From an optimization exercise on the open Yosys and OpenROAD flow, aimed at a short achievable clock period and few clock cycles per item; shortcuts taken in it are not production practice.
RTL that was checked went through simulation tests only; none was proved equivalent to the original.
The RTL of runs 2 to 6 was laid out without a check of its function.
No run shown here takes its clock network from TritonCTS; it comes from the design's own scripts or RTL.
The clock input has no modelled driver; a real chip could not lean on it and would need a root buffer or a full tree.
No activity file was given, so power comes from the tool's default toggle rates.

`design/flow/design.v`:
```
package avalon_pkg;
    typedef logic [32-1:0] bus_word_t;
    typedef logic [31:0] bus_addr_t;           
    typedef logic [16-1:0] burst_cnt_t;  
    localparam int BYTES_PER_WORD = 32 / 8;
endpackage
package dma_pkg;
    typedef struct packed {
        logic [31:0] control;
        logic [31:0] pkt_begin;      
        logic [31:0] pkt_end;        
        logic [31:0] write_address;  
    } wr_desc_t;
    localparam int CTRL_IRQ_EN = 0;
    typedef enum logic [1:0] {
        st_idle,
        st_run,   
        st_done   
    } wr_state_t;
endpackage
module sync_fifo #(
    parameter int width = 32,
    parameter int depth_log2 = 4
) (
    input  logic     clk,
    input  logic     reset,
    input  logic     push,
    input  logic [width-1:0] din,
    output logic     full,
    input  logic     pop,
    output logic [width-1:0] dout,
    output logic     empty
);
    localparam int depth = 1 << depth_log2;
    logic [width-1:0]      mem [depth];
    logic [depth_log2-1:0] wr_ptr;
    logic [depth_log2-1:0] rd_ptr;
    logic [depth_log2:0]   count;  
    logic                  do_push;
    logic                  do_pop;
    assign full    = count[depth_log2];
    assign empty   = (count == '0);
    assign do_push = push && !full;  
    assign do_pop  = pop && !empty;
    always_ff @(posedge clk) begin
        if (!reset) begin
            wr_ptr <= '0;
            rd_ptr <= '0;
            count  <= '0;
        end else begin
            if (do_push) begin
                wr_ptr <= wr_ptr + 1'b1;
            end
            if (do_pop) begin
                rd_ptr <= rd_ptr + 1'b1;
            end
            case ({do_push, do_pop})
                2'b10:   count <= count + 1'b1;
                2'b01:   count <= count - 1'b1;
                default: count <= count;
            endcase
        end
    end
    always_ff @(posedge clk) begin
        if (do_push) begin
            mem[wr_ptr] <= din;
        end
        if (do_pop) begin
            dout <= mem[rd_ptr];
        end
    end
endmodule
module desc_dispatcher (
    input  logic              clk,
    input  logic              reset,
    input  logic              desc_empty,
    output logic              desc_pop,
    input  dma_pkg::wr_desc_t desc,
    input  logic              wr_busy,
    input  logic              wr_done,
    output logic              start,
    output dma_pkg::wr_desc_t start_desc,
    output logic [15:0]       xfer_count,
    output logic [15:0]       drop_count
);
    typedef enum logic [1:0] {
        disp_idle,
        disp_check,  
        disp_wait    
    } disp_state_t;
    disp_state_t state;
    logic [31:0] byte_len;
    logic        desc_ok;
    assign byte_len = desc.pkt_end - desc.pkt_begin;
    assign desc_ok = (desc.pkt_end > desc.pkt_begin)
                  && (desc.pkt_begin[1:0] == 2'b00)
                  && (desc.pkt_end[1:0] == 2'b00)
                  && (byte_len <= 255 * 4);
    assign desc_pop = (state == disp_idle) && !wr_busy && !desc_empty;
    assign start      = (state == disp_check) && desc_ok;
    assign start_desc = desc;
    always_ff @(posedge clk) begin
        if (!reset) begin
            state      <= disp_idle;
            xfer_count <= '0;
            drop_count <= '0;
        end else begin
            case (state)
                disp_idle: begin
                    if (desc_pop) begin
                        state <= disp_check;
                    end
                end
                disp_check: begin
                    if (desc_ok) begin
                        state <= disp_wait;
                    end else begin
                        drop_count <= drop_count + 16'd1;  
                        state      <= disp_idle;
                    end
                end
                disp_wait: begin
                    if (wr_done) begin
                        xfer_count <= xfer_count + 16'd1;
                        state      <= disp_idle;
                    end
                end
                default: state <= disp_idle;
            endcase
        end
    end
endmodule
module wr_burst_master (
    input  logic                  clk,
    input  logic                  reset,
    input  logic                  start,
    input  dma_pkg::wr_desc_t     start_desc,
    output logic                  busy,
    output logic                  done,
    output logic                  done_irq,
    output logic                  data_pop,
    input  logic                  data_empty,
    input  avalon_pkg::bus_word_t data_q,
    output avalon_pkg::bus_addr_t avm_address,
    output avalon_pkg::bus_word_t avm_writedata,
    output logic                  avm_write,
    output avalon_pkg::burst_cnt_t avm_burstcount,
    input  logic                  avm_waitrequest
);
    dma_pkg::wr_state_t   state;
    avalon_pkg::bus_addr_t   addr_q;
    avalon_pkg::burst_cnt_t  burst_q;
    avalon_pkg::burst_cnt_t  fetch_left;  
    avalon_pkg::burst_cnt_t  beats_left;  
    logic        irq_q;
    avalon_pkg::bus_word_t   hold_data;
    logic        hold_valid;
    logic        pend;        
    logic        accept;
    logic        move;
    logic [31:0] byte_len;
    avalon_pkg::burst_cnt_t  word_cnt;
    assign byte_len = start_desc.pkt_end - start_desc.pkt_begin;
    assign word_cnt = avalon_pkg::burst_cnt_t'(byte_len / avalon_pkg::BYTES_PER_WORD);
    assign avm_address    = addr_q;
    assign avm_burstcount = burst_q;
    assign avm_write      = hold_valid;
    assign avm_writedata  = hold_data;
    assign accept = hold_valid && !avm_waitrequest;
    assign move = pend && (!hold_valid || accept);
    assign data_pop = (state == dma_pkg::st_run) && (fetch_left != '0) && !data_empty
                   && (!pend || move);
    assign busy     = (state != dma_pkg::st_idle);
    assign done     = (state == dma_pkg::st_done);
    assign done_irq = done && irq_q;
    always_ff @(posedge clk) begin
        if (!reset) begin
            state      <= dma_pkg::st_idle;
            fetch_left <= '0;
            beats_left <= '0;
            irq_q      <= 1'b0;
            hold_valid <= 1'b0;
            pend       <= 1'b0;
        end else begin
            case (state)
                dma_pkg::st_idle: begin
                    if (start) begin
                        state      <= dma_pkg::st_run;
                        fetch_left <= word_cnt;
                        beats_left <= word_cnt;
                        irq_q      <= start_desc.control[dma_pkg::CTRL_IRQ_EN];
                    end
                end
                dma_pkg::st_run: begin
                    if (data_pop) begin
                        fetch_left <= fetch_left - 1'b1;
                    end
                    if (accept) begin
                        beats_left <= beats_left - 1'b1;
                        if (beats_left == avalon_pkg::burst_cnt_t'(1)) begin
                            state <= dma_pkg::st_done;  
                        end
                    end
                end
                dma_pkg::st_done: state <= dma_pkg::st_idle;
                default: state <= dma_pkg::st_idle;
            endcase
            if (move) begin
                hold_valid <= 1'b1;
            end else if (accept) begin
                hold_valid <= 1'b0;
            end
            if (data_pop) begin
                pend <= 1'b1;  
            end else if (move) begin
                pend <= 1'b0;
            end
        end
    end
    always_ff @(posedge clk) begin
        if ((state == dma_pkg::st_idle) && start) begin
            addr_q  <= start_desc.write_address;
            burst_q <= word_cnt;
        end
        if (move) begin
            hold_data <= data_q;
        end
    end
endmodule
module dma_write_top (
    input  logic                   clk,
    input  logic                   reset,
    input  logic                   desc_push,
    input  logic [31:0]            desc_control,
    input  logic [31:0]            desc_pkt_begin,
    input  logic [31:0]            desc_pkt_end,
    input  logic [31:0]            desc_write_address,
    output logic                   desc_full,
    input  logic                   data_push,
    input  avalon_pkg::bus_word_t  data_in,
    output logic                   data_full,
    output avalon_pkg::bus_addr_t  avm_address,
    output avalon_pkg::bus_word_t  avm_writedata,
    output logic                   avm_write,
    output avalon_pkg::burst_cnt_t avm_burstcount,
    input  logic                   avm_waitrequest,
    output logic                   busy,
    output logic                   done_irq,
    output logic [15:0]            xfer_count,
    output logic [15:0]            drop_count
);
    localparam int DQ = 4;  
    localparam int XQ = 4;  
    logic        di_v;
    logic        di_irq;
    logic [31:0] di_beg, di_end, di_adr;
    always_ff @(posedge clk) begin
        di_irq <= desc_control[dma_pkg::CTRL_IRQ_EN];
        di_beg <= desc_pkt_begin;
        di_end <= desc_pkt_end;
        di_adr <= desc_write_address;
        if (!reset) di_v <= 1'b0;
        else        di_v <= desc_push && !desc_full;
    end
    logic [21:0] beg_hi, end_hi, hi_x;
    logic [7:0]  beg_w, end_w;
    logic        ck_al, ck_eq, ck_eq1;
    logic [22:0] hi_x_up;
    assign beg_hi  = di_beg[31:10];
    assign end_hi  = di_end[31:10];
    assign beg_w   = di_beg[9:2];
    assign end_w   = di_end[9:2];
    assign hi_x    = beg_hi ^ end_hi;
    assign hi_x_up = {1'b0, hi_x};
    assign ck_al   = (di_beg[1:0] == 2'b00) && (di_end[1:0] == 2'b00);
    assign ck_eq   = (hi_x == 22'd0);
    always_comb begin
        ck_eq1 = hi_x[0];
        for (int i = 0; i < 22; i++) begin
            ck_eq1 = ck_eq1 && !(hi_x_up[i+1] ^ (hi_x[i] && beg_hi[i]));
        end
    end
    logic [4:0] cnt_lo;
    assign cnt_lo = {1'b0, end_w[3:0]} - {1'b0, beg_w[3:0]};
    logic [7:0] w_x;
    logic       ck_one;
    assign w_x = beg_w ^ end_w;
    always_comb begin
        ck_one = w_x[0];
        for (int i = 0; i < 7; i++) begin
            ck_one = ck_one && !(w_x[i+1] ^ (w_x[i] && beg_w[i]));
        end
    end
    logic        c2_v, c2_irq, c2_al, c2_eq, c2_eq1, c2_gt, c2_lt, c2_ok, c2_one;
    logic [4:0]  c2_lo;
    logic [3:0]  c2_hi0, c2_hi1;
    logic [7:0]  c2_cnt;
    logic [31:0] c2_adr;
    always_ff @(posedge clk) begin
        c2_irq <= di_irq;
        c2_adr <= di_adr;
        c2_lo  <= cnt_lo;
        c2_hi0 <= end_w[7:4] - beg_w[7:4];
        c2_hi1 <= end_w[7:4] + ~beg_w[7:4];
        c2_one <= ck_one;
        c2_al  <= ck_al;
        c2_eq  <= ck_eq;
        c2_eq1 <= ck_eq1;
        c2_gt  <= (end_w > beg_w);
        c2_lt  <= (end_w < beg_w);
        if (!reset) c2_v <= 1'b0;
        else        c2_v <= di_v;
    end
    assign c2_ok  = c2_al && ((c2_eq && c2_gt) || (c2_eq1 && c2_lt));
    assign c2_cnt = {c2_lo[4] ? c2_hi1 : c2_hi0, c2_lo[3:0]};
    function automatic logic [7:0] inc8(input logic [7:0] x);
        for (int i = 0; i < 8; i++) inc8[i] = x[i] ^ (&(x | ~((8'd1 << i) - 8'd1)));
    endfunction
    logic dq_push, c2_drop;
    assign dq_push = c2_v && c2_ok;
    assign c2_drop = c2_v && !c2_ok;
    logic [15:0] drop_p1;
    logic        drop_p1_ff;
    always_ff @(posedge clk) begin
        if (!reset) begin
            drop_count <= 16'd0;
            drop_p1    <= 16'd1;
            drop_p1_ff <= 1'b0;
        end else if (c2_drop) begin
            drop_count       <= drop_p1;
            drop_p1[7:0]     <= inc8(drop_p1[7:0]);
            drop_p1_ff       <= (drop_p1[7:0] == 8'hfe);
            if (drop_p1_ff) drop_p1[15:8] <= inc8(drop_p1[15:8]);
        end
    end
    logic [31:0]   dq_adr [DQ];
    logic [7:0]    dq_cnt [DQ];
    logic [DQ-1:0] dq_irq, dq_one;
    logic [DQ-1:0] dq_wp, dq_rp;    
    logic [DQ-1:0] dq_n;            
    logic [DQ-1:0] d_occ;           
    logic [31:0]   xi_d;
    logic          xi_v;
    logic [31:0]   xq_d [XQ];
    logic [XQ-1:0] xq_wp, xq_rp;
    logic [XQ-1:0] xq_n;
    logic [XQ-1:0] x_occ;
    logic [31:0] dh_adr;
    logic [7:0]  dh_cnt;
    logic        dh_irq, dh_one;
    logic [31:0] xh_d;
    always_comb begin
        dh_adr = '0;
        dh_cnt = '0;
        dh_irq = 1'b0;
        dh_one = 1'b0;
        for (int i = 0; i < DQ; i++) begin
            dh_adr = dh_adr | (dq_adr[i] & {32{dq_rp[i]}});
            dh_cnt = dh_cnt | (dq_cnt[i] & {8{dq_rp[i]}});
            dh_irq = dh_irq | (dq_irq[i] & dq_rp[i]);
            dh_one = dh_one | (dq_one[i] & dq_rp[i]);
        end
        xh_d = '0;
        for (int i = 0; i < XQ; i++) xh_d = xh_d | (xq_d[i] & {32{xq_rp[i]}});
    end
    logic        cur_v, cur_irq, cur_last;
    logic [31:0] cur_adr;
    logic [7:0]  cur_cnt, cur_left;
    logic        sv, s_last, s_irq;
    logic [31:0] s_adr, s_d;
    logic [7:0]  s_cnt;
    logic        ov, ov_i, o_last, o_irq;  
    localparam int NG = 9;                 
    logic [NG-1:0] ov_g, hold_g;
    logic        rst_q;                    
    logic        inc_r;                    
    logic [31:0] o_adr, o_d;
    logic [7:0]  o_cnt;
    logic fire, load, hold, acc;
    assign fire = cur_v && xq_n[0] && !sv;
    assign load = dq_n[0] && (!cur_v || (fire && cur_last));
    assign hold = ov_i && avm_waitrequest;
    assign acc  = ov_i && !avm_waitrequest;
    assign hold_g = ov_g & {NG{avm_waitrequest}};
    always_ff @(posedge clk) begin
        for (int i = 0; i < DQ; i++) begin
            if (dq_push && dq_wp[i]) begin
                dq_adr[i] <= c2_adr;
                dq_cnt[i] <= c2_cnt;
                dq_irq[i] <= c2_irq;
                dq_one[i] <= c2_one;
            end
        end
    end
    logic [DQ-1:0] d_up, d_dn1, d_dn2, d_nx0, d_nx1;
    assign d_up  = {d_occ[DQ-2:0], 1'b1};
    assign d_dn1 = {1'b0, d_occ[DQ-1:1]};
    assign d_dn2 = {2'b00, d_occ[DQ-1:2]};
    assign d_nx0 = load ? (c2_drop ? d_dn2 : d_dn1) : (c2_drop ? d_dn1 : d_occ);
    assign d_nx1 = load ? (c2_drop ? d_dn1 : d_occ) : (c2_drop ? d_occ : d_up);
    logic d_inc;
    assign d_inc = desc_push && !desc_full;
    always_ff @(posedge clk) begin
        if (!reset) begin
            dq_wp     <= DQ'(1);
            dq_rp     <= DQ'(1);
            dq_n      <= '0;
            d_occ     <= '0;
            desc_full <= 1'b0;
        end else begin
            if (dq_push) dq_wp <= {dq_wp[DQ-2:0], dq_wp[DQ-1]};
            if (load)    dq_rp <= {dq_rp[DQ-2:0], dq_rp[DQ-1]};
            case ({dq_push, load})
                2'b10:   dq_n <= {dq_n[DQ-2:0], 1'b1};
                2'b01:   dq_n <= {1'b0, dq_n[DQ-1:1]};
                default: dq_n <= dq_n;
            endcase
            d_occ     <= d_inc ? d_nx1 : d_nx0;
            desc_full <= d_inc ? d_nx1[DQ-1] : d_nx0[DQ-1];
        end
    end
    logic x_inc;
    assign x_inc = data_push && !data_full;
    always_ff @(posedge clk) begin
        xi_d <= data_in;
        for (int i = 0; i < XQ; i++) begin
            if (xi_v && xq_wp[i]) xq_d[i] <= xi_d;
        end
    end
    logic [XQ-1:0] x_base;
    assign x_base = fire ? {1'b0, x_occ[XQ-1:1]} : x_occ;
    always_ff @(posedge clk) begin
        if (!reset) begin
            xi_v      <= 1'b0;
            xq_wp     <= XQ'(1);
            xq_rp     <= XQ'(1);
            xq_n      <= '0;
            x_occ     <= '0;
            data_full <= 1'b0;
        end else begin
            xi_v <= x_inc;
            if (xi_v) xq_wp <= {xq_wp[XQ-2:0], xq_wp[XQ-1]};
            if (fire) xq_rp <= {xq_rp[XQ-2:0], xq_rp[XQ-1]};
            case ({xi_v, fire})
                2'b10:   xq_n <= {xq_n[XQ-2:0], 1'b1};
                2'b01:   xq_n <= {1'b0, xq_n[XQ-1:1]};
                default: xq_n <= xq_n;
            endcase
            x_occ     <= x_inc ? {x_base[XQ-2:0], 1'b1} : x_base;
            data_full <= x_inc ? x_base[XQ-2] : x_base[XQ-1];
        end
    end
    always_ff @(posedge clk) begin
        if (load) begin
            cur_adr  <= dh_adr;
            cur_cnt  <= dh_cnt;
            cur_irq  <= dh_irq;
            cur_left <= dh_cnt;
        end else if (fire) begin
            cur_left <= cur_left - 8'd1;
        end
        if (!reset)    cur_last <= 1'b0;
        else if (load) cur_last <= dh_one;
        else if (fire) cur_last <= (cur_left == 8'd2);
        if (!reset) cur_v <= 1'b0;
        else        cur_v <= load || (cur_v && !(fire && cur_last));
    end
    always_ff @(posedge clk) begin
        if (!sv) begin
            s_d    <= xh_d;
            s_adr  <= cur_adr;
            s_cnt  <= cur_cnt;
            s_last <= cur_last;
            s_irq  <= cur_irq;
        end
        if (!reset) sv <= 1'b0;
        else        sv <= hold && (sv || fire);
    end
    logic [15:0] xfer_p1;  
    logic        xfer_p1_ff;
    always_ff @(posedge clk) begin
        rst_q <= reset;
        for (int k = 0; k < 4; k++) begin
            if (!rst_q)            o_d[8*k +: 8] <= '0;
            else if (!hold_g[k])   o_d[8*k +: 8] <= sv ? s_d[8*k +: 8] : xh_d[8*k +: 8];
            if (!rst_q)            o_adr[8*k +: 8] <= '0;
            else if (!hold_g[4+k]) o_adr[8*k +: 8] <= sv ? s_adr[8*k +: 8] : cur_adr[8*k +: 8];
        end
        if (!rst_q) begin
            o_cnt  <= '0;
            o_last <= 1'b0;
            o_irq  <= 1'b0;
        end else if (!hold_g[8]) begin
            o_cnt  <= sv ? s_cnt  : cur_cnt;
            o_last <= sv ? s_last : cur_last;
            o_irq  <= sv ? s_irq  : cur_irq;
        end
        if (!reset) begin
            ov         <= 1'b0;
            ov_i       <= 1'b0;
            ov_g       <= '0;
            busy       <= 1'b0;
            done_irq   <= 1'b0;
            inc_r      <= 1'b0;
            xfer_count <= 16'd0;
            xfer_p1    <= 16'd1;
            xfer_p1_ff <= 1'b0;
        end else begin
            ov       <= (ov && avm_waitrequest) || sv || fire;
            ov_i     <= hold || sv || fire;
            for (int k = 0; k < NG; k++) ov_g[k] <= hold_g[k] || sv || fire;
            busy     <= hold || sv || fire || (cur_v && !(fire && cur_last)) || load
                     || (acc && o_last);
            done_irq <= acc && o_last && o_irq;
            inc_r    <= acc && o_last;
            if (inc_r) begin
                xfer_count   <= xfer_p1;
                xfer_p1[7:0] <= inc8(xfer_p1[7:0]);
                xfer_p1_ff   <= (xfer_p1[7:0] == 8'hfe);
                if (xfer_p1_ff) xfer_p1[15:8] <= inc8(xfer_p1[15:8]);
            end
        end
    end
    assign avm_write      = ov;
    assign avm_address    = o_adr;
    assign avm_writedata  = o_d;
    assign avm_burstcount = {8'd0, o_cnt};
endmodule
```
`design/flow/flow/run.sh`:
```
#!/bin/bash
# The standard layout, except that the clock tree is built by flow/pre_cts.tcl.
# ORFS writes each step's log under orfs/logs; make's own output goes to standard_flow.log.
set -euo pipefail
export PRE_CTS_TCL="$PWD/flow/pre_cts.tcl"
bash standard.sh > standard_flow.log 2>&1
```
`design/flow/flow/clock_tree.tcl`:
```
# Two-level clock tree: a few root buffers on the clock port, each driving leaf buffers that
# each drive a compact group of flip-flop clock pins.
proc ct_centroid {pts} {
  set sx 0; set sy 0
  foreach p $pts { set sx [expr {$sx + [lindex $p 1]}]; set sy [expr {$sy + [lindex $p 2]}] }
  set n [llength $pts]
  return [list [expr {$sx / $n}] [expr {$sy / $n}]]
}
# split points {id x y} into k groups of near equal size by recursive bisection
proc ct_split {pts k} {
  if {$k <= 1} { return [list $pts] }
  set xs [lmap p $pts {lindex $p 1}]; set ys [lmap p $pts {lindex $p 2}]
  set dx [expr {[tcl::mathfunc::max {*}$xs] - [tcl::mathfunc::min {*}$xs]}]
  set dy [expr {[tcl::mathfunc::max {*}$ys] - [tcl::mathfunc::min {*}$ys]}]
  set idx [expr {$dx >= $dy ? 1 : 2}]
  set s [lsort -real -index $idx $pts]
  set k1 [expr {$k / 2}]; set k2 [expr {$k - $k1}]
  set n1 [expr {int(round(double([llength $s]) * $k1 / $k))}]
  set a [lrange $s 0 [expr {$n1 - 1}]]; set b [lrange $s $n1 end]
  return [concat [ct_split $a $k1] [ct_split $b $k2]]
}
proc ct_out {inst} {
  foreach it [$inst getITerms] {
    if {[$it isOutputSignal]} { return $it }
  }
  error "no output on [$inst getName]"
}
proc build_clock_tree {clk_net_name nroot leaf_size buf {rootbuf ""}} {
  if {$rootbuf eq ""} { set rootbuf $buf }
  set rmaster [[ord::get_db] findMaster $rootbuf]
  set block [ord::get_db_block]
  set master [[ord::get_db] findMaster $buf]
  set clknet [$block findNet $clk_net_name]
  set sinks {}
  set i 0
  foreach it [$clknet getITerms] {
    set inst [$it getInst]
    set bb [$inst getBBox]
    set x [expr {([$bb xMin] + [$bb xMax]) / 2}]; set y [expr {([$bb yMin] + [$bb yMax]) / 2}]
    lappend sinks [list $i $x $y]
    set term($i) $it
    incr i
  }
  set n [llength $sinks]
  set nleaf [expr {int(ceil(double($n) / $leaf_size))}]
  if {$nleaf < $nroot} { set nleaf $nroot }
  # leaves grouped by root first, so each root's leaves are compact
  set groups [ct_split $sinks $nroot]
  set li 0
  set ri 0
  set mw [$master getWidth]; set mh [$master getHeight]
  foreach g $groups {
    set nl [expr {int(round(double([llength $g]) * $nleaf / $n))}]
    if {$nl < 1} { set nl 1 }
    set rnet [odb::dbNet_create $block "clknet_root_$ri"]
    $rnet setSigType CLOCK
    set leafpts {}
    foreach c [ct_split $g $nl] {
      set lnet [odb::dbNet_create $block "clknet_leaf_$li"]
      $lnet setSigType CLOCK
      foreach p $c {
        set it $term([lindex $p 0])
        $it disconnect
        $it connect $lnet
      }
      lassign [ct_centroid $c] cx cy
      set b [odb::dbInst_create $block $master "clkbuf_leaf_$li"]
      $b setLocation [expr {int($cx - $mw / 2)}] [expr {int($cy - $mh / 2)}]
      $b setPlacementStatus PLACED
      [$b findITerm A] connect $rnet
      [ct_out $b] connect $lnet
      lappend leafpts [list $li $cx $cy]
      incr li
    }
    lassign [ct_centroid $leafpts] cx cy
    set r [odb::dbInst_create $block $rmaster "clkbuf_root_$ri"]
    $r setLocation [expr {int($cx - [$rmaster getWidth] / 2)}] [expr {int($cy - $mh / 2)}]
    $r setPlacementStatus PLACED
    [$r findITerm A] connect $clknet
    [ct_out $r] connect $rnet
    incr ri
  }
  $clknet setSigType CLOCK
  puts "build_clock_tree: $n sinks, $ri root buffers, $li leaf buffers"
}
```
`design/flow/flow/pre_cts.tcl`:
```
# Sourced by ORFS's cts.tcl before its clock_tree_synthesis call (PRE_CTS_TCL).
# Builds a two-level clock tree (root buffers on the clock port, leaf buffers on groups of
# flip-flops) in place of TritonCTS, then lets cts.tcl go on with legalisation and repair.
source [file join [file dirname [info script]] clock_tree.tcl]
build_clock_tree clk 4 20 sky130_fd_sc_hd__buf_12 sky130_fd_sc_hd__buf_16
global_connect
set_propagated_clock [all_clocks]
rename clock_tree_synthesis __triton_clock_tree_synthesis
proc clock_tree_synthesis {args} {
  puts "clock tree built by pre_cts.tcl; clock_tree_synthesis $args skipped"
}
```
`design/flow/standard.sh`:
```
#!/bin/bash
# synth_recipe.tcl (not shown) runs the flow's synth.tcl, then flattens the netlist and writes it again
# the make line also repeats each setting of config.mk as NAME=value (left out here)
make -C /OpenROAD-flow-scripts/flow DESIGN_CONFIG=/design/flow/config.mk WORK_HOME=/design/flow/orfs CLKGATE_MAP_FILE= SYNTH_SCRIPT=/design/flow/synth_recipe.tcl "${@:-finish}"
```
`design/flow/config.mk`:
```
export PLATFORM = sky130hd
export DESIGN_NAME = dma_write_top
export DESIGN_NICKNAME = dma_write_top
export VERILOG_FILES = /design/flow/design.v
export SDC_FILE = /design/flow/constraint.sdc
export NUM_CORES = 4
export LEC_CHECK = 0
export CAP_MARGIN = 20
export CORE_MARGIN = 2
export CORE_UTILIZATION = 40
export SETUP_SLACK_MARGIN = 3.5
export SLEW_MARGIN = 20
```
`design/flow/constraint.sdc`:
```
create_clock -name core_clock -period 5.0 [get_ports {clk}]
set_input_delay 1.0000 -clock core_clock [delete_from_list [all_inputs] [get_ports {clk}]]
set_output_delay 1.0000 -clock core_clock [all_outputs]
set_load 0.01 [all_outputs]
```
==> notes.md, run 1 <==
# DRC: 0
Worst-Skew Late Latency: 0.37 ns
design area: 36500 um2
initial DRC count: 1028
vias in the first global route: 16600
launch point of the worst reg-to-reg path: sv
CP max stage cell: dfxtp_2
I/O Pins: 282
Hold Path Sink: c2_adr[10]
final setup fails: 0
yosys warns: 4
sequential area share after synthesis: 0.732
crit path kind: flip-flop to primary output
RR Endpoint: cur_left[4]
Ant. Diodes: 0
Final HPWL DP: 33.4 mm
status: timing/DRC/antenna clean
number of buffers added on ports: 242
Period minus WS final: 1.85 ns
CP Capture Type: primary output
Pins Over Slew Limit: 0
total gr overflow: 0
share of cells above drive strength 1: 0.319
Cell Area, Placed: 30900 um2
FP Rows: 95
total of max-cap violations: 0
WL final: 70.1 mm
Buf/Inv on CP: 1
Post-synth EDFFs: 409
Core Area: 67300 um2
worst reg2reg setup slack: 3.24 ns
PD cells: 316 nW/um2
period utilization: 0.371
Synth area leader: edfxtp_1
Req. time, crit path: 4.00 ns
Post-Route Setup TNS: 0 ns
WL per Instance: 21.4 um
R2R depth: 9
largest net degree at the start of global routing: 75
Peak Freq: 540 MHz
worst-path cell chain: buf_6
P&R area growth vs syn: 33.8%
CP max stage delay: 0.38 ns
synthesized netlist cell count: 1994
Hold Path Class: flip-flop to flip-flop
Relative slew margins: 0.433
Main synth FF type: edfxtp_1
Hold Violations, Final: 0
Synth cell types: 57
Seq cells post-synth: 793
die area: 70300 um2
Worst Setup SP: drop_count[0]
Slew @ Worst Pin: 0.851 ns
FFs w/ async S/R, synth: 0
Startpoint Class: flip-flop
total global-route track usage: 0.180
initial core utilization: 0.405
first-pass GRT wire length: 97.9 mm
RSZ-0062 raised after global routing: yes
peak supply drop: 248 uV
chip width: 265 um
WP data arrival: 0.85 ns
post-synth top area share: 0.450
# fillers: 5401
final clock skew: 0.0314 ns
initial antenna violation count: 3
critical path's top delay family: flip-flops
routed vias: 16900
worst hold path depth: 0
Die Height: 265 um
drt via density: 5.16
RePlAce Congestion: 0.742
Final ANT Viol Nets: 0
Hold Startpoint: di_adr[10]
Max FO, Critical Path: 2
detailed-router iteration count before antenna repair: 5
Layout Nets: 2620
count leader, synth: edfxtp_1
Area contributors post-synth: edfxtp_1, dfxtp_1, a22oi_1
Mapped Area: 27300 um2
synthesized area per cell: 13.7 um2
list of most frequent post-synthesis cells: edfxtp_1, dfxtp_1, nand2_1
number of cells on the critical path: 1
Pleak: 13.5 nW
CTS clk-pin slew, worst paths: 0.09 ns
## through the flow
stage	util	worst slack (ns)	power, mW	cells	hold slack (ns)
3_3_place_gp	0.459	2.11	8.01	3022	0.310
2_1_floorplan	-	2.99	7.72	2001	0.310
6_report	0.542	3.15	11.5	3269	0.330
3_5_place_dp	0.459	2.10	8.03	3022	0.312
4_1_cts	0.513	3.13	11.5	3200	0.331
5_1_grt	0.542	3.11	12.0	3269	0.337
## how the worst max path moves through the flow
stage / end / slack [ns]
2_1_floorplan: s_adr[0] / 2.99
3_3_place_gp: dq_n[2] / 2.11
3_5_place_dp: dq_n[2] / 2.10
4_1_cts: xfer_count[0] / 3.13
5_1_grt: avm_burstcount[5] / 3.11
6_report: drop_count[0] / 3.15
## cells by family (layout without fill, tap and decap cells)
group,count (synthesis),count (layout),share of synthesized area
flops,793,793,0.732
simple gates,451,455,0.0728
compound gates,391,395,0.0962
buf+inv,173,560,0.0268
mux,69,69,0.0260
xor+xnor,59,59,0.0189
fa+ha+maj,57,57,0.0270
other cells,1,8,0.000138
## layer usage
metal	share of wire	vias to the layer above	wire, um	GRT usage
met5	0	-	0	0
met4	0.022	0	1520	0.0395
met3	0.056	92	3960	0.0247
met2	0.50	441	35300	0.326
met1	0.42	8398	29300	0.230
li1	-	7950	-	-
## layout by cell type (no fill, tap or decap), types with 36 or more instances in the layout
cell type	instances
a21oi_1	56
a21oi_2	70
a22oi_1	134
buf_12	82
buf_16	40
buf_4	53
buf_6	154
clkdlybuf4s50_1	129
dfxtp_1	254
dfxtp_2	110
edfxtp_1	409
ha_1	36
inv_1	51
mux2i_1	53
nand2_1	198
nor2_1	68
## power by group
group,switching (mW),leakage (nW),internal (mW),total [mW]
Clock,1.94,0.427,1.42,3.36
Combinational,0.430,6.01,0.497,0.927
Sequential,0.152,7.03,7.09,7.24
Total,2.52,13.5,9.01,11.5
## what timing repair did
item | CTS | global route
pin swaps | 42 | 98
setup buffers | 89 | 46
endpoints found under the hold margin | 0 | 0
hold buffers | 0 | 0
cloned | 45 | 23
setup endpoints to repair | 785 | 526
gates resized for setup | 870 | 251
## state kept, by name (all words and copies together) (netlist names), 9 cells and up
name / flops
c2_adr: 32
cur_adr: 32
di_adr: 32
di_beg: 32
di_end: 32
dq_adr: 128
dq_cnt: 32
drop_count: 16
drop_p1: 16
o_adr: 32
o_d: 32
ov_g: 9
s_adr: 32
s_d: 32
xfer_count: 16
xfer_p1: 16
xi_d: 32
xq_d: 128
## layout make-up
class                   instances  area (um2)  area share
inverters                      61         262     0.00717
repair inverters                6        61.3     0.00168
flip-flops and latches        793       20200       0.553
repair buffers                449        5930       0.163
multi-input cells            1043        8040       0.220
well taps                     873        1090      0.0299
plain buffers                  44         911      0.0250
Testbench counts, summed over its fixed seeds: cycles 34,231, items 2,400.
==> run 2, diff against run 1 <==
--- a/design/flow/design.v
+++ b/design/flow/design.v
@@ -376,4 +376,6 @@
     logic        inc_r;                    
-    logic [31:0] o_adr, o_d;
+    logic [31:0] o_adr, o_d;      
     logic [7:0]  o_cnt;
+    logic [31:0] o_adrq, o_dq;    
+    logic [7:0]  o_cntq;
     logic fire, load, hold, acc;
@@ -483,13 +485,19 @@
         for (int k = 0; k < 4; k++) begin
-            if (!rst_q)            o_d[8*k +: 8] <= '0;
-            else if (!hold_g[k])   o_d[8*k +: 8] <= sv ? s_d[8*k +: 8] : xh_d[8*k +: 8];
-            if (!rst_q)            o_adr[8*k +: 8] <= '0;
-            else if (!hold_g[4+k]) o_adr[8*k +: 8] <= sv ? s_adr[8*k +: 8] : cur_adr[8*k +: 8];
-        end
-        if (!rst_q) begin
-            o_cnt  <= '0;
-            o_last <= 1'b0;
-            o_irq  <= 1'b0;
-        end else if (!hold_g[8]) begin
-            o_cnt  <= sv ? s_cnt  : cur_cnt;
+            if (!hold_g[k])   o_dq[8*k +: 8]   <= sv ? s_d[8*k +: 8] : xh_d[8*k +: 8];
+            if (!hold_g[4+k]) o_adrq[8*k +: 8] <= sv ? s_adr[8*k +: 8] : cur_adr[8*k +: 8];
+            if (!rst_q) begin
+                o_d[8*k +: 8]   <= '0;
+                o_adr[8*k +: 8] <= '0;
+            end else begin
+                o_d[8*k +: 8]   <= hold_g[k]   ? o_dq[8*k +: 8]
+                                               : (sv ? s_d[8*k +: 8] : xh_d[8*k +: 8]);
+                o_adr[8*k +: 8] <= hold_g[4+k] ? o_adrq[8*k +: 8]
+                                               : (sv ? s_adr[8*k +: 8] : cur_adr[8*k +: 8]);
+            end
+        end
+        if (!rst_q)          o_cnt <= '0;
+        else if (!hold_g[8]) o_cnt <= sv ? s_cnt : cur_cnt;
+        else                 o_cnt <= o_cntq;
+        if (!hold_g[8]) begin
+            o_cntq <= sv ? s_cnt : cur_cnt;
             o_last <= sv ? s_last : cur_last;
==> notes.md, run 2 <==
Period minus WS final: 1.87 ns
Regs by FF count: dq_adr x128, xq_d x128
routed vias: 17100
Pins Over Slew Limit: 0
Post-Route Setup TNS: 0 ns
Die Height: 272 um
number of buffers added on ports: 242
synthesized area per cell: 13.8 um2
PD cells: 329 nW/um2
Relative slew margins: 0.610
CTS clk-pin slew, worst paths: 0.08 ns
P&R area growth vs syn: 32.4%
initial DRC count: 1050
Hold Path Class: flip-flop to flip-flop
detailed-router iteration count before antenna repair: 5
chip width: 272 um
WL final: 70.4 mm
Max FO, Critical Path: 1
total of max-cap violations: 0
Layout Nets: 2682
die area: 73800 um2
Final HPWL DP: 33.9 mm
# DRC: 0
WP data arrival: 0.87 ns
hold buffers post-CTS: 0
I/O Pins: 282
final setup fails: 0
list of most frequent post-synthesis cells: dfxtp_1, edfxtp_1, nand2_1
first-pass GRT wire length: 98.3 mm
synthesized netlist cell count: 2072
commonest cells after routing, fill and taps aside: edfxtp_1, dfxtp_1, a22oi_1, nand2_1, clkdlybuf4s50_1
CP max stage cell: dfxtp_4
CP Capture Type: primary output
total gr overflow: 0
largest net degree at the start of global routing: 55
Seq cells post-synth: 865
share of cells above drive strength 1: 0.330
worst-path cell chain: buf_6
drt via density: 5.03
FP Rows: 98
Startpoint Class: flip-flop
sequential area share after synthesis: 0.747
Worst-Skew Late Latency: 0.38 ns
RePlAce Congestion: 0.769
Req. time, crit path: 4.00 ns
# fillers: 5733
final core utilization: 0.533
Synth cell types: 56
total global-route track usage: 0.170
Ant. Diodes: 0
Buf/Inv on CP: 1
count leader, synth: dfxtp_1
RSZ-0062 raised after global routing: yes
Pleak: 14.0 nW
most common cell after layout, fill and taps aside: edfxtp_1
vias in the first global route: 17000
post-synth top area share: 0.430
Slew @ Worst Pin: 0.585 ns
Final ANT Viol Nets: 0
Core Area: 71200 um2
crit path kind: flip-flop to primary output
Hold Violations, Final: 0
FFs w/ async S/R, synth: 0
initial core utilization: 0.402
Main synth FF type: dfxtp_1
period utilization: 0.373
yosys warns: 4
final clock skew: 0.0245 ns
status: timing/DRC/antenna clean
Post-synth EDFFs: 411
WL per Instance: 20.7 um
Mapped Area: 28700 um2
peak supply drop: 224 uV
Total Power: 12.5 mW
CP max stage delay: 0.39 ns
Synth area leader: edfxtp_1
Peak Freq: 536 MHz
Area contributors post-synth: edfxtp_1, dfxtp_1, a22oi_1
initial antenna violation count: 0
critical path's top delay family: flip-flops
==> run 2: changes by cell type in the layout (fill, tap and decap cells not counted), sizes merged, moves of 4 or more <==
cell	delta
a21boi	-9
a21oi	-4
and2	+32
buf	-31
clkinv	+4
dfxtp	+70
mux2	+9
nand2	-65
nand3	+24
nor2	+58
o211a	-32
o21ai	+6
==> run 2: area by class of cell <==
type,count,area [um2],area share
inverters,61,293,0.00771
plain buffers,48,991,0.0261
repair buffers,415,5160,0.136
well taps,950,1190,0.0313
flip-flops and latches,865,21600,0.569
multi-input cells,1060,8570,0.226
repair inverters,9,155,0.00409
==> run 2: metrics by stage <==
| step | instance area, um2 | setup WS [ns] | hold WS (ns) | std cells |
|---|---|---|---|---|
| 6_report | 38000 | 3.13 | 0.328 | 3408 |
| 5_1_grt | 38000 | 3.09 | 0.335 | 3408 |
| 4_1_cts | 36000 | 3.11 | 0.329 | 3337 |
| 3_5_place_dp | 32700 | 2.22 | 0.312 | 3179 |
| 3_3_place_gp | 32700 | 2.23 | 0.311 | 3179 |
| 2_1_floorplan | 29900 | 2.97 | 0.310 | 2079 |
==> run 2: repair_timing <==
| item | in CTS | in global routing |
|---|---|---|
| gates resized for setup | 797 | 274 |
| pin swaps | 45 | 82 |
| gates cloned | 38 | 24 |
| setup buffers | 72 | 47 |
| endpoints found under the setup margin | 835 | 440 |
==> run 2: power by group <==
part           internal (mW)  switching, mW
Clock                   1.54           2.11
Sequential              7.72          0.174
Combinational          0.486          0.452
==> run 2: worst paths after layout <==
| kind | from | endpoint | slack [ns] | depth (start not counted) |
|---|---|---|---|---|
| setup / recovery | o_adr[30] | avm_address[30] | 3.13 | 1 |
| hold / removal | di_adr[14] | c2_adr[14] | 0.33 | 0 |
| setup reg to reg | sv | cur_left[0] | 3.36 | 6 |
| hold reg to reg | di_adr[14] | c2_adr[14] | 0.33 | 0 |
==> run 2: cell families after synthesis <==
group	synth area share
buffers and inverters	0.0237
adders and majority gates	0.0257
and+or+nand+nor	0.0798
DFF	0.747
muxes	0.0279
xor gates and xnor gates	0.0180
AOI/OAI and AO/OA	0.0774
other	0.000131
==> run 2: metal layers <==
metal / vias to the layer above / routed length, um / part of all wire / GRT usage
met5: - / 0 / 0 / 0
met4: 0 / 1680 / 0.024 / 0.0374
met3: 84 / 3250 / 0.046 / 0.0179
met2: 424 / 36100 / 0.51 / 0.311
met1: 8523 / 29400 / 0.42 / 0.218
li1: 8108 / - / - / -
==> run 2: worst reg2reg max path, stage by stage, from the launching register on <==
cell and delay [ns]:
dfxtp_4 0.36, and4b_4 0.35, nor2_4 0.05, buf_12 0.14, inv_16 0.05, buf_12 0.14, mux2_4 0.31
==> run 3, diff against run 2 <==
--- a/design/flow/config.mk
+++ b/design/flow/config.mk
@@ -9,3 +9,3 @@
 export CORE_MARGIN = 2
-export CORE_UTILIZATION = 40
+export CORE_UTILIZATION = 55
 export SETUP_SLACK_MARGIN = 3.5
==> notes.md, run 3 <==
Startpoint Class: flip-flop
Post-synth EDFFs: 411
routed vias: 17000
Peak Freq: 540 MHz
Hold Path Class: flip-flop to flip-flop
Mapped Area: 28700 um2
hold slack: 0.327 ns
CTS clk-pin slew, worst paths: 0.08 ns
synthesized area per cell: 13.8 um2
Seq cells post-synth: 865
placed instance count: 2911
Pleak: 14.0 nW
Final WS setup: 3.15 ns
detailed-router iteration count before antenna repair: 5
synthesized netlist cell count: 2072
most common cell after layout, fill and taps aside: edfxtp_1
Buf/Inv on CP: 1
yosys warns: 4
Area contributors post-synth: edfxtp_1, dfxtp_1, a22oi_1
post-synth top area share: 0.430
Worst-Skew Late Latency: 0.37 ns
Relative slew margins: 0.564
CP max stage delay: 0.37 ns
WL final: 65.2 mm
Synth cell types: 56
sequential area share after synthesis: 0.747
WP data arrival: 0.85 ns
initial core utilization: 0.558
vias in the first global route: 16500
Pins Over Slew Limit: 0
final clock skew: 0.0212 ns
largest net degree at the start of global routing: 53
chip width: 232 um
Hold Violations, Final: 0
WL per Instance: 20.8 um
critical path's top delay family: flip-flops
Main synth FF type: dfxtp_1
CP max stage cell: dfxtp_4
Max FO, Critical Path: 1
Synth area leader: edfxtp_1
number of buffers added on ports: 242
crit path kind: flip-flop to primary output
RSZ-0062 raised after global routing: yes
die area: 54000 um2
Cell Area, Placed: 32400 um2
Period minus WS final: 1.85 ns
first-pass GRT wire length: 91.8 mm
count leader, synth: dfxtp_1
I/O Pins: 282
Layout Nets: 2684
# DRC: 0
Final HPWL DP: 31.8 mm
Non-Filler Instances: 3140
total global-route track usage: 0.217
initial DRC count: 1019
Ant. Diodes: 0
share of cells above drive strength 1: 0.321
PD cells: 332 nW/um2
CP Capture Type: primary output
# fillers: 3389
peak supply drop: 355 uV
list of most frequent post-synthesis cells: dfxtp_1, edfxtp_1, nand2_1
Final ANT Viol Nets: 0
design area: 37500 um2
Die Height: 232 um
period utilization: 0.370
RePlAce Congestion: 0.726
drt via density: 5.42
initial antenna violation count: 0
total gr overflow: 0
Slew @ Worst Pin: 0.654 ns
Req. time, crit path: 4.00 ns
Post-Route Setup TNS: 0 ns
P&R area growth vs syn: 30.7%
final setup fails: 0
commonest cells after routing, fill and taps aside: edfxtp_1, dfxtp_1, a22oi_1, nand2_1, clkdlybuf4s50_1
total of max-cap violations: 0
Regs by FF count: dq_adr x128, xq_d x128
Core Area: 51400 um2
worst-path cell chain: buf_6
hold buffers post-CTS: 0
DP Worst Slack: 2.25 ns
status: timing/DRC/antenna clean
FFs w/ async S/R, synth: 0
FP Rows: 83
==> run 3: cells by family after synthesis <==
| family | synth area share |
|---|---|
| and+or+nand+nor | 0.0798 |
| adders and majority gates | 0.0257 |
| other | 0.000131 |
| xor gates and xnor gates | 0.0180 |
| buffers and inverters | 0.0237 |
| muxes | 0.0279 |
| AOI/OAI and AO/OA | 0.0774 |
| DFF | 0.747 |
==> run 3: metal layers <==
| layer | up-vias | wire, um | track usage |
|---|---|---|---|
| met4 | 0 | 1220 | 0.0359 |
| met2 | 434 | 33600 | 0.392 |
| met3 | 75 | 3090 | 0.0221 |
| li1 | 8109 | - | - |
| met5 | - | 0 | 0 |
| met1 | 8415 | 27300 | 0.287 |
==> run 3: power breakdown <==
| part | switching [mW] | total [mW] | internal, mW |
|---|---|---|---|
| sequential | 0.179 | 7.90 | 7.72 |
| clock | 2.06 | 3.61 | 1.54 |
| combinational | 0.446 | 0.951 | 0.505 |
==> run 3: metrics by stage <==
stage               total power, mW   util
floorplan                      8.42      -
global placement               8.72  0.630
detailed placement             8.74  0.630
CTS                            12.4  0.683
global route                   12.9  0.729
finish                         12.5  0.729
==> run 3: worst reg2reg max path, delay by kind of cell, from the launching register on <==
family          cells  cell delay, ns
compound gates      3            0.65
buf+inv             5            0.64
flops               1            0.33
simple gates        1            0.05
==> run 3: path summary, 6_finish.rpt <==
check	startpoint	to	slack, ns	depth (start not counted)
setup reg to reg	c2_lt	drop_count[4]	3.28	9
hold reg to reg	di_adr[22]	c2_adr[22]	0.33	0
setup / recovery	o_cnt[1]	avm_burstcount[1]	3.15	1
hold / removal	di_adr[22]	c2_adr[22]	0.33	0
==> run 3: repair_timing <==
action | 4_1_cts | 5_1_grt
cloned | 26 | 35
gates resized for setup | 792 | 261
endpoints found under the hold margin | 0 | 0
buffers inserted | 60 | 60
pin swaps | 61 | 89
setup endpoints to repair | 869 | 473
==> run 3: layout make-up <==
type | instances | area, um2 | share of cell area
multi-input cells | 1052 | 8400 | 0.224
well taps | 680 | 851 | 0.0227
repair buffers | 415 | 5010 | 0.134
plain buffers | 48 | 991 | 0.0264
repair inverters | 19 | 343 | 0.00914
inverters | 61 | 290 | 0.00774
flip-flops and latches | 865 | 21600 | 0.576
==> run 4, diff against run 3 <==
==> design/flow/flow/move_flops.tcl (new file) <==
# Put each flip-flop that drives an output port's buffer next to that buffer.
proc move_output_flops {} {
  set block [ord::get_db_block]
  set n 0
  foreach bt [$block getBTerms] {
    if {[$bt getIoType] ne "OUTPUT"} continue
    set net [$bt getNet]
    if {$net eq "NULL"} continue
    set buf ""
    foreach it [$net getITerms] { if {[$it isOutputSignal]} { set buf [$it getInst] } }
    if {$buf eq ""} continue
    set drv ""
    foreach it [$buf getITerms] {
      if {[$it isInputSignal]} {
        set in [$it getNet]
        if {$in eq "NULL"} continue
        foreach jt [$in getITerms] { if {[$jt isOutputSignal]} { set drv [$jt getInst] } }
      }
    }
    if {$drv eq ""} continue
    if {![string match "*dfxtp*" [[$drv getMaster] getName]]} continue
    # only flip-flops whose output feeds this buffer alone
    set fo 0
    foreach jt [$drv getITerms] { if {[$jt isOutputSignal]} { set fo [llength [[$jt getNet] getITerms]] } }
    if {$fo < 2} continue
    lassign [$buf getLocation] bx by
    $drv setLocation $bx $by
    $drv setPlacementStatus PLACED
    incr n
  }
  puts "move_output_flops: moved $n flip-flops next to their output buffers"
  detailed_placement
}
==> design/flow/flow/pre_cts.tcl (replaced) <==
# Sourced by ORFS's cts.tcl before its clock_tree_synthesis call (PRE_CTS_TCL).
# Moves the flip-flops that drive output ports next to their port buffers, then builds a
# two-level clock tree (root buffers on the clock port, leaf buffers on groups of
# flip-flops) in place of TritonCTS, and lets cts.tcl go on with legalisation and repair.
source [file join [file dirname [info script]] move_flops.tcl]
source [file join [file dirname [info script]] clock_tree.tcl]
move_output_flops
build_clock_tree clk 4 20 sky130_fd_sc_hd__buf_12 sky130_fd_sc_hd__buf_16
global_connect
set_propagated_clock [all_clocks]
rename clock_tree_synthesis __triton_clock_tree_synthesis
proc clock_tree_synthesis {args} {
  puts "clock tree built by pre_cts.tcl; clock_tree_synthesis $args skipped"
}
--- a/design/flow/config.mk
+++ b/design/flow/config.mk
@@ -9,3 +9,3 @@
 export CORE_MARGIN = 2
-export CORE_UTILIZATION = 55
+export CORE_UTILIZATION = 40
 export SETUP_SLACK_MARGIN = 3.5
==> notes.md, run 4 <==
CP Capture Type: primary output
total gr overflow: 0
Req. time, crit path: 4.00 ns
status: timing/DRC/antenna clean
Slew @ Worst Pin: 0.658 ns
I/O Pins: 282
Worst-Skew Late Latency: 0.38 ns
P&R area growth vs syn: 35.5%
sw power: 2.78 mW
worst-path cell chain: buf_6
Synth area leader: edfxtp_1
list of most frequent post-synthesis cells: dfxtp_1, edfxtp_1, nand2_1
Relative slew margins: 0.561
FP Rows: 98
# fillers: 5576
Clk pwr share: 0.292
Core Area: 71200 um2
Post-synth EDFFs: 411
Cell Area, Placed: 32700 um2
period utilization: 0.370
share of cells above drive strength 1: 0.368
WP data arrival: 0.85 ns
total global-route track usage: 0.184
Final ANT Viol Nets: 0
Layout Nets: 2711
Main synth FF type: dfxtp_1
synthesized netlist cell count: 2072
Hold Path Class: flip-flop to flip-flop
Hold Violations, Final: 0
total of max-cap violations: 0
Max FO, Critical Path: 2
internal power: 9.79 mW
Logic pwr share: 0.080
routed vias: 17300
Final HPWL DP: 33.9 mm
commonest cells after routing, fill and taps aside: edfxtp_1, dfxtp_1, a22oi_1, nand2_1, clkdlybuf4s50_1
CP max stage cell: dfxtp_4
Area contributors post-synth: edfxtp_1, dfxtp_1, a22oi_1
FFs w/ async S/R, synth: 0
Post-Route Setup TNS: 0 ns
Total Power: 12.6 mW
sequential area share after synthesis: 0.747
drt via density: 5.04
Pleak: 14.4 nW
CTS clk-pin slew, worst paths: 0.08 ns
multi-input logic area: 8990 um2
die area: 73800 um2
chip width: 272 um
crit path kind: flip-flop to primary output
WL per Instance: 21.2 um
vias in the first global route: 17600
synthesized area per cell: 13.8 um2
Flop pwr share: 0.629
post-synth top area share: 0.430
Pins Over Slew Limit: 0
design area: 38900 um2
peak supply drop: 261 uV
initial core utilization: 0.402
initial antenna violation count: 3
final setup fails: 0
Regs by FF count: dq_adr x128, xq_d x128
sw frac: 0.221
Sequential cell area: 21600 um2
WL final: 72.9 mm
Synth cell types: 56
CP max stage delay: 0.35 ns
hold buffers post-CTS: 0
number of buffers added on ports: 242
Period minus WS final: 1.85 ns
Buf/Inv on CP: 1
RePlAce Congestion: 0.769
Mapped Area: 28700 um2
detailed-router iteration count before antenna repair: 7
initial DRC count: 1077
final clock skew: 0.0255 ns
largest net degree at the start of global routing: 55
most common cell after layout, fill and taps aside: edfxtp_1
Die Height: 272 um
critical path's top delay family: flip-flops
count leader, synth: dfxtp_1
Peak Freq: 540 MHz
yosys warns: 4
RSZ-0062 raised after global routing: yes
Startpoint Class: flip-flop
Seq cells post-synth: 865
Non-Filler Instances: 3439
placed instance count: 3179
PD cells: 323 nW/um2
# DRC: 0
first-pass GRT wire length: 105 mm
run 4: cell types whose count changed in the layout (fill, tap and decap cells not counted), sizes merged:
cell,before,now
inv,72,67
nand2,177,181
nor2,137,138
clkinv,8,2
diode,0,2
a21boi,1,3
buf,319,357
clkbuf,14,7
run 4: through the flow:
step	hold WS [ns]	setup slack (ns)	utilization
after floorplan	0.310	2.97	-
after global placement	0.311	2.23	0.459
after detailed placement	0.312	2.22	0.459
after CTS	0.330	3.12	0.520
after global routing	0.335	3.11	0.545
final	0.328	3.15	0.546
run 4: worst paths after layout:
| check | startpoint | end | slack (ns) | cells after the start |
|---|---|---|---|---|
| max | d_occ[3] | desc_full | 3.15 | 1 |
| min reg2reg | di_adr[4] | c2_adr[4] | 0.33 | 0 |
| min | di_adr[4] | c2_adr[4] | 0.33 | 0 |
| max reg2reg | sv | o_cnt[1] | 3.32 | 7 |
run 4: cell type report:
| class | instances | share of cell area |
|---|---|---|
| flip-flops and latches | 865 | 0.556 |
| repair inverters | 8 | 0.00377 |
| repair buffers | 446 | 0.146 |
| multi-input cells | 1059 | 0.231 |
| plain buffers | 48 | 0.0255 |
| well taps | 950 | 0.0306 |
| inverters | 61 | 0.00721 |
| diodes | 2 | 0.000129 |
run 4: repair_timing:
item                       CTS  global route
cloned                      51            10
resized for setup          923           277
buffers inserted           115            34
pin swaps                   70            97
setup endpoints to repair  835           497
run 4: logic make-up (layout without fill, tap and decap cells):
logic type / after synthesis / in the layout / share of synthesized area
simple gates: 496 / 504 / 0.0798
mux: 77 / 77 / 0.0279
compound gates: 351 / 354 / 0.0774
xor+xnor: 59 / 59 / 0.0180
other cells: 1 / 10 / 0.000131
flops: 865 / 865 / 0.747
fa+ha+maj: 57 / 57 / 0.0257
buf+inv: 166 / 563 / 0.0237
run 4: power groups by stage:
| stage | Sequential (mW) | Combinational [mW] | Clock, mW |
|---|---|---|---|
| finish | 7.90 | 1.00 | 3.66 |
| global route | 7.92 | 1.08 | 4.02 |
| CTS | 7.89 | 0.891 | 3.78 |
| detailed placement | 8.04 | 0.711 | 0 |
| global placement | 8.02 | 0.697 | 0 |
| floorplan | 7.97 | 0.454 | 0 |
run 4: layer usage:
| layer | share of wire | track usage | vias to the layer above | wire length (um) |
|---|---|---|---|---|
| li1 | - | - | 8180 | - |
| met1 | 0.41 | 0.237 | 8621 | 29900 |
| met2 | 0.51 | 0.329 | 450 | 37100 |
| met3 | 0.050 | 0.0208 | 95 | 3680 |
| met4 | 0.030 | 0.0458 | 2 | 2160 |
| met5 | 0.00018 | 0 | - | 13 |
==> run 5, diff against run 4 <==
--- a/design/flow/design.v
+++ b/design/flow/design.v
@@ -262,3 +262,3 @@
         if (!reset) di_v <= 1'b0;
-        else        di_v <= desc_push && !desc_full;
+        else        di_v <= d_inc;
     end
@@ -318,2 +318,5 @@
     endfunction
+    function automatic logic [7:0] dec8(input logic [7:0] x);
+        for (int i = 0; i < 8; i++) dec8[i] = x[i] ^ (&(~x | ~((8'd1 << i) - 8'd1)));
+    endfunction
     logic dq_push, c2_drop;
@@ -402,4 +405,6 @@
     assign d_nx1 = load ? (c2_drop ? d_dn1 : d_occ) : (c2_drop ? d_occ : d_up);
-    logic d_inc;
-    assign d_inc = desc_push && !desc_full;
+    logic d_inc, d_full_nx0, d_full_nx1;
+    assign d_inc      = desc_push && !d_occ[DQ-1];
+    assign d_full_nx0 = !load && !c2_drop && desc_full;
+    assign d_full_nx1 = load ? (!c2_drop && desc_full) : (c2_drop ? desc_full : d_occ[DQ-2]);
     always_ff @(posedge clk) begin
@@ -420,3 +425,3 @@
             d_occ     <= d_inc ? d_nx1 : d_nx0;
-            desc_full <= d_inc ? d_nx1[DQ-1] : d_nx0[DQ-1];
+            desc_full <= d_inc ? d_full_nx1 : d_full_nx0;
         end
@@ -424,3 +429,3 @@
     logic x_inc;
-    assign x_inc = data_push && !data_full;
+    assign x_inc = data_push && !x_occ[XQ-1];  
     always_ff @(posedge clk) begin
@@ -451,3 +456,3 @@
             x_occ     <= x_inc ? {x_base[XQ-2:0], 1'b1} : x_base;
-            data_full <= x_inc ? x_base[XQ-2] : x_base[XQ-1];
+            data_full <= x_inc ? x_base[XQ-2] : (!fire && data_full);
         end
@@ -461,3 +466,3 @@
         end else if (fire) begin
-            cur_left <= cur_left - 8'd1;
+            cur_left <= dec8(cur_left);
         end
==> notes.md, run 5 <==
CTS clk-pin slew, worst paths: 0.09 ns
WL per Instance: 20.5 um
placed instance count: 3198
worst reg2reg setup slack: 3.10 ns
WL final: 71.5 mm
most common cell after layout, fill and taps aside: edfxtp_1
vias in the first global route: 17600
I/O Pins: 282
Area contributors post-synth: edfxtp_1, dfxtp_1, a22oi_1
initial core utilization: 0.404
synthesized netlist cell count: 2093
Req. time, crit path: 5.28 ns
# DRC: 0
Relative slew margins: 0.607
Mapped Area: 28800 um2
WP data arrival: 2.23 ns
yosys warns: 4
drt via density: 5.06
final clock skew: 0.0364 ns
post-synth top area share: 0.428
multi-input logic area: 8430 um2
Worst Setup SP: desc_push
final core utilization: 0.542
P&R area growth vs syn: 34.4%
first-pass GRT wire length: 103 mm
initial antenna violation count: 1
Main synth FF type: dfxtp_1
sequential area share after synthesis: 0.745
Final ANT Viol Nets: 0
total gr overflow: 0
worst hold path depth: 0
Post-Route Setup TNS: 0 ns
number of buffers added on ports: 242
Hold Path Class: flip-flop to flip-flop
peak supply drop: 254 uV
R2R depth: 6
Non-Filler Instances: 3485
Pins Over Slew Limit: 0
RePlAce Congestion: 0.754
Startpoint Class: input pin
Hold Violations, Final: 0
count leader, synth: dfxtp_1
Layout Nets: 2760
launch point of the worst reg-to-reg path: c2_eq
total global-route track usage: 0.177
Hold Startpoint: di_adr[2]
Regs by FF count: dq_adr x128, xq_d x128
final setup fails: 0
Peak Freq: 514 MHz
crit path kind: input pin to flip-flop
Slew @ Worst Pin: 0.589 ns
detailed-router iteration count before antenna repair: 8
hold slack: 0.330 ns
Final HPWL DP: 34.9 mm
commonest cells after routing, fill and taps aside: edfxtp_1, dfxtp_1, a22oi_1, nand2_1, buf_6
RSZ-0062 raised after global routing: yes
Max FO, Critical Path: 5
total of max-cap violations: 0
Die Height: 272 um
routed vias: 17600
Synth cell types: 52
Pleak: 14.6 nW
period utilization: 0.389
FFs w/ async S/R, synth: 0
# fillers: 5732
Synth area leader: edfxtp_1
Setup crit end: d_occ[1]
initial DRC count: 1070
Post-synth EDFFs: 411
RR Endpoint: d_occ[1]
hold buffers post-CTS: 0
FP Rows: 98
largest net degree at the start of global routing: 57
chip width: 272 um
synthesized area per cell: 13.8 um2
Core Area: 71400 um2
Sequential cell area: 21600 um2
status: timing/DRC/antenna clean
CP Capture Type: flip-flop
PD cells: 322 nW/um2
Worst-Skew Late Latency: 0.38 ns
Seq cells post-synth: 867
list of most frequent post-synthesis cells: dfxtp_1, edfxtp_1, nand2_1
die area: 74200 um2
share of cells above drive strength 1: 0.332
Period minus WS final: 1.95 ns
## run 5: cell count changes after synthesis, moves of 3 or more
cell	previous run	this run
o21ai_1	40	0
clkbuf_1	68	71
buf_4	12	9
mux2_1	9	0
mux2_2	14	22
xor2_1	27	24
nor2_1	136	145
o21ai_0	1	41
inv_1	57	62
inv_2	4	1
## run 5: stage by stage
stage | power, mW | instance area (um2) | setup WS [ns]
CTS | 12.4 | 36600 | 3.12
floorplan | 8.37 | 29700 | 2.80
global placement | 8.66 | 32600 | 2.23
detailed placement | 8.69 | 32600 | 2.12
finish | 12.5 | 38700 | 3.05
global route | 12.9 | 38700 | 3.05
## run 5: logic make-up after synthesis
| group | count (synthesis) | synth area share |
|---|---|---|
| other | 1 | 0.000130 |
| multiplexers | 78 | 0.0281 |
| flip-flops | 867 | 0.745 |
| adder cells (fa/ha/maj) | 59 | 0.0264 |
| AO/OA/AOI/OAI | 353 | 0.0774 |
| buffers and inverters | 173 | 0.0248 |
| XOR/XNOR | 57 | 0.0173 |
| AND/OR/NAND/NOR | 505 | 0.0804 |
## run 5: cell type report
cell class | count | share of cell area
timing repair inverter | 21 | 0.0117
buffer | 48 | 0.0256
sequential | 867 | 0.559
inverter | 65 | 0.00821
antenna | 1 | 0.0000647
multi-input combinational | 1068 | 0.218
timing repair buffer | 465 | 0.147
tap | 950 | 0.0307
## run 5: worst min path at each step
stage | end | slack [ns]
2_1_floorplan | c2_adr[0] | 0.31
3_3_place_gp | c2_adr[3] | 0.31
3_5_place_dp | c2_adr[2] | 0.31
4_1_cts | c2_adr[2] | 0.33
5_1_grt | c2_adr[5] | 0.34
6_report | c2_adr[2] | 0.33
## run 5: power breakdown
group / internal [mW] / switching [mW] / leakage, nW
registers: 7.72 / 0.153 / 7.66
logic: 0.478 / 0.440 / 6.47
clock network: 1.54 / 2.13 / 0.464
total: 9.74 / 2.72 / 14.6
## run 5: per-layer routing
metal | GRT usage | share of wire | up-vias
met3 | 0.0227 | 0.044 | 113
li1 | - | - | 8276
met2 | 0.316 | 0.50 | 407
met4 | 0.0409 | 0.028 | 0
met1 | 0.229 | 0.43 | 8852
met5 | 0 | 0 | -
## run 5: timing repair
action | in CTS | in global routing
buffers inserted | 118 | 61
setup endpoints to repair | 873 | 537
cloned | 43 | 16
resized for setup | 894 | 321
pin swaps | 66 | 87
## run 5: worst max-delay path, cell delays in order
cell	delay, ns
buf_2	0.13
nor2b_4	0.14
nand2_1	0.09
nor3_2	0.04
or4_4	0.53
o31a_1	0.29
==> run 6, diff against run 5 <==
--- a/design/flow/config.mk
+++ b/design/flow/config.mk
@@ -9,3 +9,3 @@
 export CORE_MARGIN = 2
-export CORE_UTILIZATION = 40
+export CORE_UTILIZATION = 55
 export SETUP_SLACK_MARGIN = 3.5
==> notes.md, run 6 <==
largest net degree at the start of global routing: 55
detailed-router iteration count before antenna repair: 5
Pins Over Slew Limit: 0
period utilization: 0.377
CP max stage cell: or4_1
sw frac: 0.216
chip width: 233 um
post-synth top area share: 0.428
Core Area: 51500 um2
drt via density: 5.50
Hold Violations, Final: 0
Post-synth EDFFs: 411
Seq cells post-synth: 867
yosys warns: 4
met3 Resource Use GR: 0.0194
sequential area share after synthesis: 0.745
CP max stage delay: 0.52 ns
first-pass GRT wire length: 98.2 mm
initial antenna violation count: 3
# DRC: 0
I/O Pins: 282
synthesized area per cell: 13.8 um2
total of max-cap violations: 0
Die Height: 233 um
peak supply drop: 342 uV
RePlAce Congestion: 0.750
Worst-Skew Late Latency: 0.37 ns
Max FO, Critical Path: 5
Synth cell types: 52
hold buffers post-CTS: 0
Hold Path Class: flip-flop to flip-flop
commonest cells after routing, fill and taps aside: edfxtp_1, dfxtp_1, nand2_1, a22oi_1, clkdlybuf4s50_1
synthesized netlist cell count: 2093
# fillers: 3239
CTS clk-pin slew, worst paths: 0.08 ns
Logic pwr share: 0.071
Req. time, crit path: 5.27 ns
most common cell after layout, fill and taps aside: edfxtp_1
Main synth FF type: dfxtp_1
FP Rows: 83
die area: 54200 um2
count leader, synth: dfxtp_1
Regs by FF count: dq_adr x128, xq_d x128
FFs w/ async S/R, synth: 0
Post-Route Setup TNS: 0 ns
share of cells above drive strength 1: 0.318
CP Capture Type: flip-flop
Flop pwr share: 0.636
Slew @ Worst Pin: 0.682 ns
Ant. Diodes: 0
worst-path cell chain: buf_6 > nor2b_4 > nand2_2 > nor3_2 > or4_1 > o31a_1
list of most frequent post-synthesis cells: dfxtp_1, edfxtp_1, nand2_1
Area contributors post-synth: edfxtp_1, dfxtp_1, a22oi_1
final setup fails: 0
Mapped Area: 28800 um2
Final ANT Viol Nets: 0
initial DRC count: 1387
Final HPWL DP: 32.9 mm
GR Layer Usage met1: 0.313
status: timing/DRC/antenna clean
total global-route track usage: 0.233
crit path kind: input pin to flip-flop
Startpoint Class: input pin
Total Power: 12.4 mW
Clk pwr share: 0.293
Synth area leader: edfxtp_1
final clock skew: 0.0270 ns
RSZ-0062 raised after global routing: yes
sw power: 2.68 mW
WP data arrival: 2.15 ns
PD cells: 329 nW/um2
gr busiest metal: met2
Relative slew margins: 0.545
WL final: 68.7 mm
Period minus WS final: 1.88 ns
internal power: 9.72 mW
P&R area growth vs syn: 30.9%
number of buffers added on ports: 242
routed vias: 17400
Peak Freq: 531 MHz
met2 usage: 0.422
Layout Nets: 2717
WL per Instance: 21.7 um
total gr overflow: 0
vias in the first global route: 17100
initial core utilization: 0.559
Pleak: 14.0 nW
==> run 6: kinds of logic after synthesis <==
group | count (synthesis) | share of synthesized area
compound gates | 353 | 0.0774
xor+xnor | 57 | 0.0173
fa+ha+maj | 59 | 0.0264
buf+inv | 173 | 0.0248
flops | 867 | 0.745
mux | 78 | 0.0281
other cells | 1 | 0.000130
simple gates | 505 | 0.0804
==> run 6: worst max-delay path, delay by kind of cell <==
kind                   cells  cell delay, ns
and+or+nand+nor            4            0.80
AOI/OAI and AO/OA          1            0.24
buffers and inverters      1            0.10
==> run 6: metrics by stage <==
step	area (um2)	instances	worst slack, ns	hold slack (ns)	utilization
after floorplan	29700	2100	2.80	0.310	-
after global placement	32300	2930	2.21	0.310	0.627
after detailed placement	32300	2930	2.14	0.313	0.627
after CTS	35600	3111	3.15	0.324	0.692
after global routing	37700	3171	3.07	0.330	0.732
final	37700	3171	3.12	0.321	0.732
==> run 6: worst paths after layout <==
kind	slack (ns)	cells after the start	end	start
worst min-delay path	0.32	0	c2_adr[22]	di_adr[22]
worst max register to register	3.15	7	dq_adr[0][9]	c2_eq
worst max-delay path	3.12	6	d_occ[1]	desc_push
worst min register to register	0.32	0	c2_adr[22]	di_adr[22]
==> run 6: final cells by class <==
| class | count | area [um2] | share of cell area |
|---|---|---|---|
| buffer | 48 | 991 | 0.0263 |
| inverter | 65 | 315 | 0.00837 |
| multi-input combinational | 1073 | 8540 | 0.226 |
| sequential | 867 | 21600 | 0.574 |
| tap | 680 | 851 | 0.0226 |
| timing repair buffer | 426 | 5200 | 0.138 |
| timing repair inverter | 12 | 171 | 0.00455 |
==> run 6: power by group through the flow <==
stage	Combinational (mW)	Clock (mW)	Sequential, mW
floorplan	0.406	0	7.96
global placement	0.645	0	8.00
detailed placement	0.657	0	8.02
CTS	0.777	3.70	7.87
global route	0.944	3.95	7.91
finish	0.875	3.64	7.89
==> run 6: routing by layer <==
| metal | up-vias | share of wire |
|---|---|---|
| li1 | 8191 | - |
| met3 | 110 | 0.047 |
| met1 | 8658 | 0.42 |
| met5 | - | 0 |
| met2 | 478 | 0.51 |
| met4 | 0 | 0.022 |
==> run 6: repair_timing <==
| action | 4_1_cts | 5_1_grt |
|---|---|---|
| setup buffers | 97 | 40 |
| pin swaps | 41 | 57 |
| setup endpoints to repair | 866 | 468 |
| gates cloned | 36 | 20 |
| resized for setup | 791 | 321 |

[re-timing with driven ports]
Ports are ideal in the flow. The routed layouts listed here were re-timed in OpenROAD. Step 1: set_driving_cell puts a clkbuf_16 on clk and a buf_2 on each other input, an assumption about the parent block. Step 2 also shifts input and output timing later by t, the mid clock arrival at the registers, as if the neighbouring blocks saw the same clock. a / b / c = no drivers / after step 1 / after step 2; a / b = the first two.
| run | shift t [ns] | setup WS [ns] | worst hold slack (ns) | worst setup path after step 2 | clock arrival spread, ns |
|---|---|---|---|---|---|
| run 1 | 0.500 | 3.147 / 3.001 / 2.999 | 0.330 / 0.330 / 0.330 | input to register | 0.033 / 0.033 |
| run 2 | 0.506 | 3.134 / 2.990 / 2.867 | 0.328 / 0.328 / 0.328 | input to register | 0.026 / 0.027 |
| run 3 | 0.492 | 3.148 / 3.014 / 2.860 | 0.327 / 0.327 / 0.327 | input to register | 0.025 / 0.025 |
| run 4 | 0.512 | 3.148 / 3.003 / 2.893 | 0.328 / 0.328 / 0.328 | input to register | 0.027 / 0.027 |
| run 5 | 0.512 | 3.053 / 3.015 / 2.651 | 0.330 / 0.330 / 0.330 | input to register | 0.039 / 0.038 |
| run 6 | 0.500 | 3.117 / 3.008 / 2.725 | 0.321 / 0.322 / 0.322 | input to register | 0.027 / 0.027 |
After both steps setup and hold are still met in every run listed. The setup slack of run 5, which loses most, moves by -0.038 ns with the drivers and by -0.402 ns with both steps.
